This is an optimization exercise on Yosys and OpenROAD, whose aim is small area, a short achievable clock period and few clock cycles, not a production implementation.
Function was checked by simulation only, so behaviour that the tests miss may differ from the original.

**design/flow/run.sh**
```bash
#!/bin/bash
# synth_recipe.tcl (not shown) runs the flow's synth.tcl, then flattens the netlist and writes it again
# the make line also repeats each setting of config.mk as NAME=value (left out here)
make -C /OpenROAD-flow-scripts/flow DESIGN_CONFIG=/design/flow/config.mk WORK_HOME=/design/flow/orfs CLKGATE_MAP_FILE= SYNTH_SCRIPT=/design/flow/synth_recipe.tcl finish
```
**design/flow/config.mk**
```make
export PLATFORM = sky130hd
export DESIGN_NAME = rms_level_meter_peak_hold
export DESIGN_NICKNAME = rms_level_meter_peak_hold
export VERILOG_FILES = /design/flow/design.v
export SDC_FILE = /design/flow/constraint.sdc
export NUM_CORES = 4
export LEC_CHECK = 0
export CAP_MARGIN = 20
export CORE_MARGIN = 2
export CORE_UTILIZATION = 40
export SLEW_MARGIN = 20
```
**design/flow/constraint.sdc**
```tcl
create_clock -name core_clock -period 10.0 [get_ports {i_clk}]
set_input_delay 2.0000 -clock core_clock [delete_from_list [all_inputs] [get_ports {i_clk}]]
set_output_delay 2.0000 -clock core_clock [all_outputs]
set_load 0.01 [all_outputs]
```
**design/flow/design.v**
```verilog
`timescale 1ns / 1ps
package rlm_pkg;
    localparam int RLM_MAX_FRAMES = 256;
    localparam int SAMPLE_W = 16;
    localparam int LEVEL_W  = 7;
    localparam int SQ_W       = 31;
    localparam int FULL_SHIFT = 30;
    localparam int LEVEL_MAX = 100;
    localparam int SCALE_MUL = 10000;
    localparam int SCALE_W   = 14;
    typedef enum logic [2:0] {
        ST_IDLE,
        ST_SCALE,
        ST_SQUARE,
        ST_COMPARE,
        ST_EMIT
    } t_state;
    typedef struct packed {
        logic acc;
        logic scale;
        logic square;
        logic compare;
        logic emit;
    } t_dp_cmd;
    typedef struct packed {
        logic closes;
        logic bit_zero;
        logic out_free;
    } t_dp_sts;
endpackage
`timescale 1ns / 1ps
module rlm_ctrl (
    input  logic            i_clk,
    input  logic            i_rst_n,
    input  logic            i_in_valid,
    output logic            o_in_ready,
    input  rlm_pkg::t_dp_sts i_sts,
    output rlm_pkg::t_dp_cmd o_cmd
);
    rlm_pkg::t_state r_state;
    rlm_pkg::t_state n_state;
    always_ff @(posedge i_clk) begin
        if (!i_rst_n) begin
            r_state <= rlm_pkg::ST_IDLE;
        end else begin
            r_state <= n_state;
        end
    end
    always_comb begin
        n_state = r_state;
        unique case (r_state)
            rlm_pkg::ST_IDLE: begin
                if (i_in_valid && i_sts.closes) begin
                    n_state = rlm_pkg::ST_SCALE;
                end
            end
            rlm_pkg::ST_SCALE:   n_state = rlm_pkg::ST_SQUARE;
            rlm_pkg::ST_SQUARE:  n_state = rlm_pkg::ST_COMPARE;
            rlm_pkg::ST_COMPARE: begin
                if (i_sts.bit_zero) begin
                    n_state = rlm_pkg::ST_EMIT;
                end else begin
                    n_state = rlm_pkg::ST_SQUARE;
                end
            end
            rlm_pkg::ST_EMIT: begin
                if (i_sts.out_free) begin
                    n_state = rlm_pkg::ST_IDLE;
                end
            end
            default: n_state = rlm_pkg::ST_IDLE;
        endcase
    end
    always_comb begin
        o_in_ready    = 1'b0;
        o_cmd         = '0;
        unique case (r_state)
            rlm_pkg::ST_IDLE: begin
                o_in_ready = 1'b1;
                o_cmd.acc  = i_in_valid;
            end
            rlm_pkg::ST_SCALE:   o_cmd.scale   = 1'b1;
            rlm_pkg::ST_SQUARE:  o_cmd.square  = 1'b1;
            rlm_pkg::ST_COMPARE: o_cmd.compare = 1'b1;
            rlm_pkg::ST_EMIT:    o_cmd.emit    = i_sts.out_free;
            default: begin
                o_in_ready = 1'b0;
            end
        endcase
    end
endmodule
`timescale 1ns / 1ps
module rlm_dp #(
    parameter int MAX_FRAMES = rlm_pkg::RLM_MAX_FRAMES
) (
    input  logic                          i_clk,
    input  logic                          i_rst_n,
    input  logic signed [rlm_pkg::SAMPLE_W-1:0] i_sample,
    input  logic                          i_last_sample,
    input  rlm_pkg::t_dp_cmd              i_cmd,
    output rlm_pkg::t_dp_sts              o_sts,
    output logic                          o_out_valid,
    input  logic                          i_out_ready,
    output logic [rlm_pkg::LEVEL_W-1:0]   o_level,
    output logic [rlm_pkg::LEVEL_W-1:0]   o_peak_level
);
    localparam int CW  = $clog2(MAX_FRAMES + 1);
    localparam int SW  = rlm_pkg::FULL_SHIFT + CW;
    localparam int MW  = SW + rlm_pkg::SCALE_W;
    localparam int QW  = CW + rlm_pkg::SCALE_W;
    localparam int LSW = 2 * rlm_pkg::LEVEL_W;
    localparam int BW  = $clog2(rlm_pkg::LEVEL_W);
    logic [SW-1:0]      r_sum;
    logic [CW-1:0]      r_cnt;
    logic [QW-1:0]      r_q;
    logic [rlm_pkg::LEVEL_W-1:0] r_lvl;
    logic [BW-1:0]      r_bit;
    logic [LSW-1:0]     r_sq;
    logic               r_trial_ok;
    logic [rlm_pkg::LEVEL_W-1:0] r_peak;
    logic               r_out_valid;
    logic [rlm_pkg::LEVEL_W-1:0] r_level_out;
    logic [rlm_pkg::LEVEL_W-1:0] r_peak_out;
    logic signed [2*rlm_pkg::SAMPLE_W-1:0] w_prod;
    logic [rlm_pkg::SQ_W-1:0]    w_sq;
    logic [MW-1:0]      w_scaled;
    logic [rlm_pkg::LEVEL_W-1:0] w_trial;
    logic [QW-1:0]      w_need;
    logic               w_keep;
    logic [rlm_pkg::LEVEL_W-1:0] w_peak_next;
    assign w_prod = i_sample * i_sample;
    assign w_sq   = w_prod[rlm_pkg::SQ_W-1:0];
    assign w_scaled = MW'(r_sum) * MW'(rlm_pkg::SCALE_MUL);
    assign w_trial = r_lvl | (rlm_pkg::LEVEL_W'(1) << r_bit);
    assign w_need  = QW'(r_sq) * QW'(r_cnt);
    assign w_keep  = r_trial_ok && (w_need <= r_q);
    assign w_peak_next = (r_lvl > r_peak) ? r_lvl : r_peak;
    assign o_sts.closes   = i_last_sample || (r_cnt == CW'(MAX_FRAMES - 1));
    assign o_sts.bit_zero = (r_bit == '0);
    assign o_sts.out_free = !r_out_valid || i_out_ready;
    always_ff @(posedge i_clk) begin
        if (!i_rst_n) begin
            r_sum <= '0;
            r_cnt <= '0;
        end else if (i_cmd.emit) begin
            r_sum <= '0;
            r_cnt <= '0;
        end else if (i_cmd.acc) begin
            r_sum <= r_sum + SW'(w_sq);
            r_cnt <= r_cnt + CW'(1);
        end
    end
    always_ff @(posedge i_clk) begin
        if (!i_rst_n) begin
            r_lvl <= '0;
            r_bit <= '0;
        end else if (i_cmd.scale) begin
            r_lvl <= '0;
            r_bit <= BW'(rlm_pkg::LEVEL_W - 1);
        end else if (i_cmd.compare) begin
            if (w_keep) begin
                r_lvl <= w_trial;
            end
            r_bit <= r_bit - BW'(1);
        end
    end
    always_ff @(posedge i_clk) begin
        if (i_cmd.scale) begin
            r_q <= w_scaled[MW-1:rlm_pkg::FULL_SHIFT];
        end
        if (i_cmd.square) begin
            r_sq       <= LSW'(w_trial) * LSW'(w_trial);
            r_trial_ok <= (w_trial <= rlm_pkg::LEVEL_W'(rlm_pkg::LEVEL_MAX));
        end
    end
    always_ff @(posedge i_clk) begin
        if (!i_rst_n) begin
            r_peak      <= '0;
            r_out_valid <= 1'b0;
        end else if (i_cmd.emit) begin
            r_peak      <= w_peak_next;
            r_out_valid <= 1'b1;
        end else if (i_out_ready) begin
            r_out_valid <= 1'b0;
        end
    end
    always_ff @(posedge i_clk) begin
        if (i_cmd.emit) begin
            r_level_out <= r_lvl;
            r_peak_out  <= w_peak_next;
        end
    end
    assign o_out_valid  = r_out_valid;
    assign o_level      = r_level_out;
    assign o_peak_level = r_peak_out;
endmodule
`timescale 1ns / 1ps
module rms_level_meter_peak_hold #(
    parameter int MAX_FRAMES = rlm_pkg::RLM_MAX_FRAMES
) (
    input  logic                                i_clk,
    input  logic                                i_rst_n,
    input  logic                                i_in_valid,
    output logic                                o_in_ready,
    input  logic signed [rlm_pkg::SAMPLE_W-1:0] i_sample,
    input  logic                                i_last_sample,
    output logic                                o_out_valid,
    input  logic                                i_out_ready,
    output logic [rlm_pkg::LEVEL_W-1:0]         o_level,
    output logic [rlm_pkg::LEVEL_W-1:0]         o_peak_level
);
    rlm_pkg::t_dp_cmd w_cmd;
    rlm_pkg::t_dp_sts w_sts;
    rlm_ctrl u_ctrl (
        .i_clk      (i_clk),
        .i_rst_n    (i_rst_n),
        .i_in_valid (i_in_valid),
        .o_in_ready (o_in_ready),
        .i_sts      (w_sts),
        .o_cmd      (w_cmd)
    );
    rlm_dp #(
        .MAX_FRAMES (MAX_FRAMES)
    ) u_dp (
        .i_clk         (i_clk),
        .i_rst_n       (i_rst_n),
        .i_sample      (i_sample),
        .i_last_sample (i_last_sample),
        .i_cmd         (w_cmd),
        .o_sts         (w_sts),
        .o_out_valid   (o_out_valid),
        .i_out_ready   (i_out_ready),
        .o_level       (o_level),
        .o_peak_level  (o_peak_level)
    );
endmodule
```
==> metrics.cfg <==
[synthesis]
synth_area_leader_cell=fa_1
syn_nets=3782
synth_area_leaders=fa_1 32%, ha_1 18%, inv_1 11%, edfxtp_1 5.8%, dfxtp_1 5.3%
synth_top_family_by_area=adder cells
yosys_register_bits=120
syn_inst=2969
synth-simple-area-share_pct=12.35
synthesis.area_mm2=0.02624
synth-compound-area-share_pct=9.824
synth_fa_ha_area_share_pct=49.85
avgSynthCellArea_um2=8.836
synth_cell_types=83
yosysSeqAreaShare_pct=11.10
synthMuxAreaShare_pct=0.3529
async_flop_share_pct=0
synth-xor-area-share_pct=3.906
synth_ff_type=dfxtp_1
synth_top_area_share_pct=32.20
synth_enable_flop_cells=51
yosysWarningCount=2

[placed_design]
post_dp_cell_area_mm2=0.02781
dp_slack_ns=0.04820
port-buffer-count=36
place_inst=3847
dp_hpwl_mm=44.84
gp_congestion=0.8314

[critical_path]
critical_path.max_fanout=7
worstPathArrival_ns=9.83
crit_type=input port to register
cp_slowest_cell=clkdlybuf4s50_1
cp_common_cell=fa_1
setup.worst_path.end_class=register
cp.required_ns=10.35
max_stage_delay_ns=0.60
start_kind=input port

[die]
placeableCoreArea_mm2=0.06470
rows=93
die_w_um=260.1
die_y_um=260.1
start_util_pct=40.55
io_pins=37
die-area_mm2=0.06765

[cts]
cts_tree=done
clkSlewWorstSetupHoldPaths_ns=0.07
hold_buffers=0
cts_made_buffers=17
cts_buffer_depth=2
htree_levels=4
root_buffer=clkbuf_16
clk_latency_ns=0.45
cts_sinks=120

[routing]
firstDrtPassIters=5
vias=18750
vias_per_cell=4.834
avgRoutedWirePerCell_um=13.53
drc=0
wl_mm=52.47
postRouteAntennaNets=0
drt_iter0_drc=698

[timing]
relSlewSlack_pct=32.27
setup_viol_count_final=0
fin_skew_ns=0.01358
hold_viol=0
fin_crit_ns=9.482
period_share_pct=94.82
rsz0062_at_grt=no
slew_violations=0
fmax_mhz=105.5
setup_tns_ns=0
fin_ws_ns=0.5185
tightest_slew_ns=1.011

[cells_and_area]
nets=3824
nFillCells=6507
fin_util_pct=43.96
stdcell_count=3879
area_growth_pct=8.408
seqCellArea_mm2=0.002913
multi_input_comb_area_mm2=0.02005
drive_above_1_share_pct=4.365
fin_area_mm2=0.02844
antenna_cells=0

[grt]
grt_overflow=0
grt_pass1_vias=19930
grt_start_max_net_pins=45
grt_pass1_wl_mm=95.20
grt_usage_pct=17.16
grt_antenna_before_repair=1

[flow_run]
drv_cap=0

[status]
status=complete, no violations

[worst_hold_path]
hold_class=register to register

==> sequential cells by signal (all words and copies together), names as in the netlist <==
register          count
u_dp.r_cnt            9
u_dp.r_level_out      7
u_dp.r_peak           7
u_dp.r_trial_ok       1
u_dp.r_out_valid      1
u_dp.r_sum           39
u_dp.r_peak_out       7
u_dp.r_bit            3
u_dp.r_sq            13
u_dp.r_lvl            7
u_ctrl.r_state        3
u_dp.r_q             23
==> per-layer routing <==
layer  vias up  GRT usage [%]  wire (µm)
met4         2          2.476        455
li1       9295              -          -
met2       200          29.26      24710
met3        38          1.988       1549
met1      9216          23.89      25740
met5         -              0         13
==> critical path: cells and delay by family <==
kind	cells	cell delay (ns)
fa+ha+maj	8	3.60
xor+xnor	1	0.08
compound gates	12	2.61
simple gates	4	0.67
buf+inv	6	0.87
==> final timing paths <==
check | start | endpoint | slack, ns | cells past startpoint
setup / recovery | i_sample[11] | u_dp.r_sum[32] | 0.52 | 31
hold / removal | u_dp.r_peak[2] | u_dp.r_peak[2] | 0.52 | 2
setup reg to reg | u_dp.r_cnt[2] | u_dp.r_lvl[2] | 2.50 | 27
hold reg to reg | u_dp.r_peak[2] | u_dp.r_peak[2] | 0.52 | 2
==> Yosys cell counts (all sizes together) (7+ instances only) <==
cell    count
nor3       31
a21boi      9
a31oi      11
and2       93
mux2i       7
nor2b      28
a21oi     120
or3        10
o211ai      7
o21ai      65
dfxtp      69
nand3      45
nand2b     21
a21o       50
edfxtp     51
a211oi     12
o21a       33
xnor2      84
and3       16
xor2       33
fa        422
nand2     249
ha        370
nand4      21
nor2      146
inv       803
clkbuf     62
==> repair_timing <==
action	CTS	global route
resized for setup	0	6
setup buffers	0	0
endpoints found under the setup margin	0	6
==> cells by family after synthesis <==
| group | count (synthesis) |
|---|---|
| buffers and inverters | 872 |
| flip-flops | 120 |
| AO/OA/AOI/OAI | 373 |
| other | 2 |
| multiplexers | 9 |
| AND/OR/NAND/NOR | 684 |
| adder cells (fa/ha/maj) | 792 |
| XOR/XNOR | 117 |
==> layout make-up <==
| cell class | instances | share of cell area [%] |
|---|---|---|
| Timing Repair Buffer | 90 | 2.763 |
| Sequential cell | 120 | 10.24 |
| Inverter | 805 | 10.62 |
| Clock buffer | 17 | 1.496 |
| Clock inverter | 15 | 0.6247 |
| Multi-Input combinational cell | 1977 | 70.49 |
| Tap cell | 855 | 3.761 |
==> cells in the final DEF, fill, tap and decap left out, types with 12 or more instances in the layout <==
| master | n |
|---|---|
| and3_1 | 15 |
| edfxtp_1 | 51 |
| nand3_1 | 44 |
| ha_1 | 370 |
| nor2_1 | 145 |
| and2_1 | 92 |
| a21o_1 | 49 |
| a211oi_1 | 12 |
| nand2_1 | 248 |
| fa_1 | 422 |
| xnor2_1 | 84 |
| a21oi_1 | 116 |
| o21ai_0 | 56 |
| clkdlybuf4s50_1 | 33 |
| nor3_1 | 31 |
| inv_1 | 803 |
| nor2b_1 | 28 |
| clkbuf_16 | 17 |
| nand4_1 | 21 |
| o21a_1 | 33 |
| dfxtp_1 | 69 |
| xor2_1 | 33 |
| buf_4 | 53 |
| nand2b_1 | 20 |
==> per-stage QoR <==
stage | hold WS [ns]
detailed placement | 0.5078
global route | 0.5530
finish | 0.5197
global placement | 0.4969
CTS | 0.5278
floorplan | 0.4791
Testbench counts, summed over its fixed seeds: cycles 33,998.

[what the ideal ports hide]
The flow's constraints put no driver on any port. The routed layout listed below was extracted and timed again, unchanged, in two steps.
Step 1 sets driving cells, clkbuf_16 on the clock port and buf_2 on the other inputs (assumed; they add their load-dependent delay and slew).
Step 2 also shifts input and output timing later by t, the mid clock arrival at the registers, as if the neighbouring blocks saw the same clock.
Slacks: ideal / step 1 / step 2; pairs: ideal / step 1.
shift t [ns]: 0.495
setup slack, ns: 0.518 / 0.549 / 0.054
worst setup path at the end: input to register
worst register clock-pin slew, ns: 0.07 / 0.07
pins driven straight from the clock port: 1
After both steps this run still meets setup and hold. For this run, drivers alone change the setup slack by +0.031 ns; drivers and shift together by -0.464 ns.
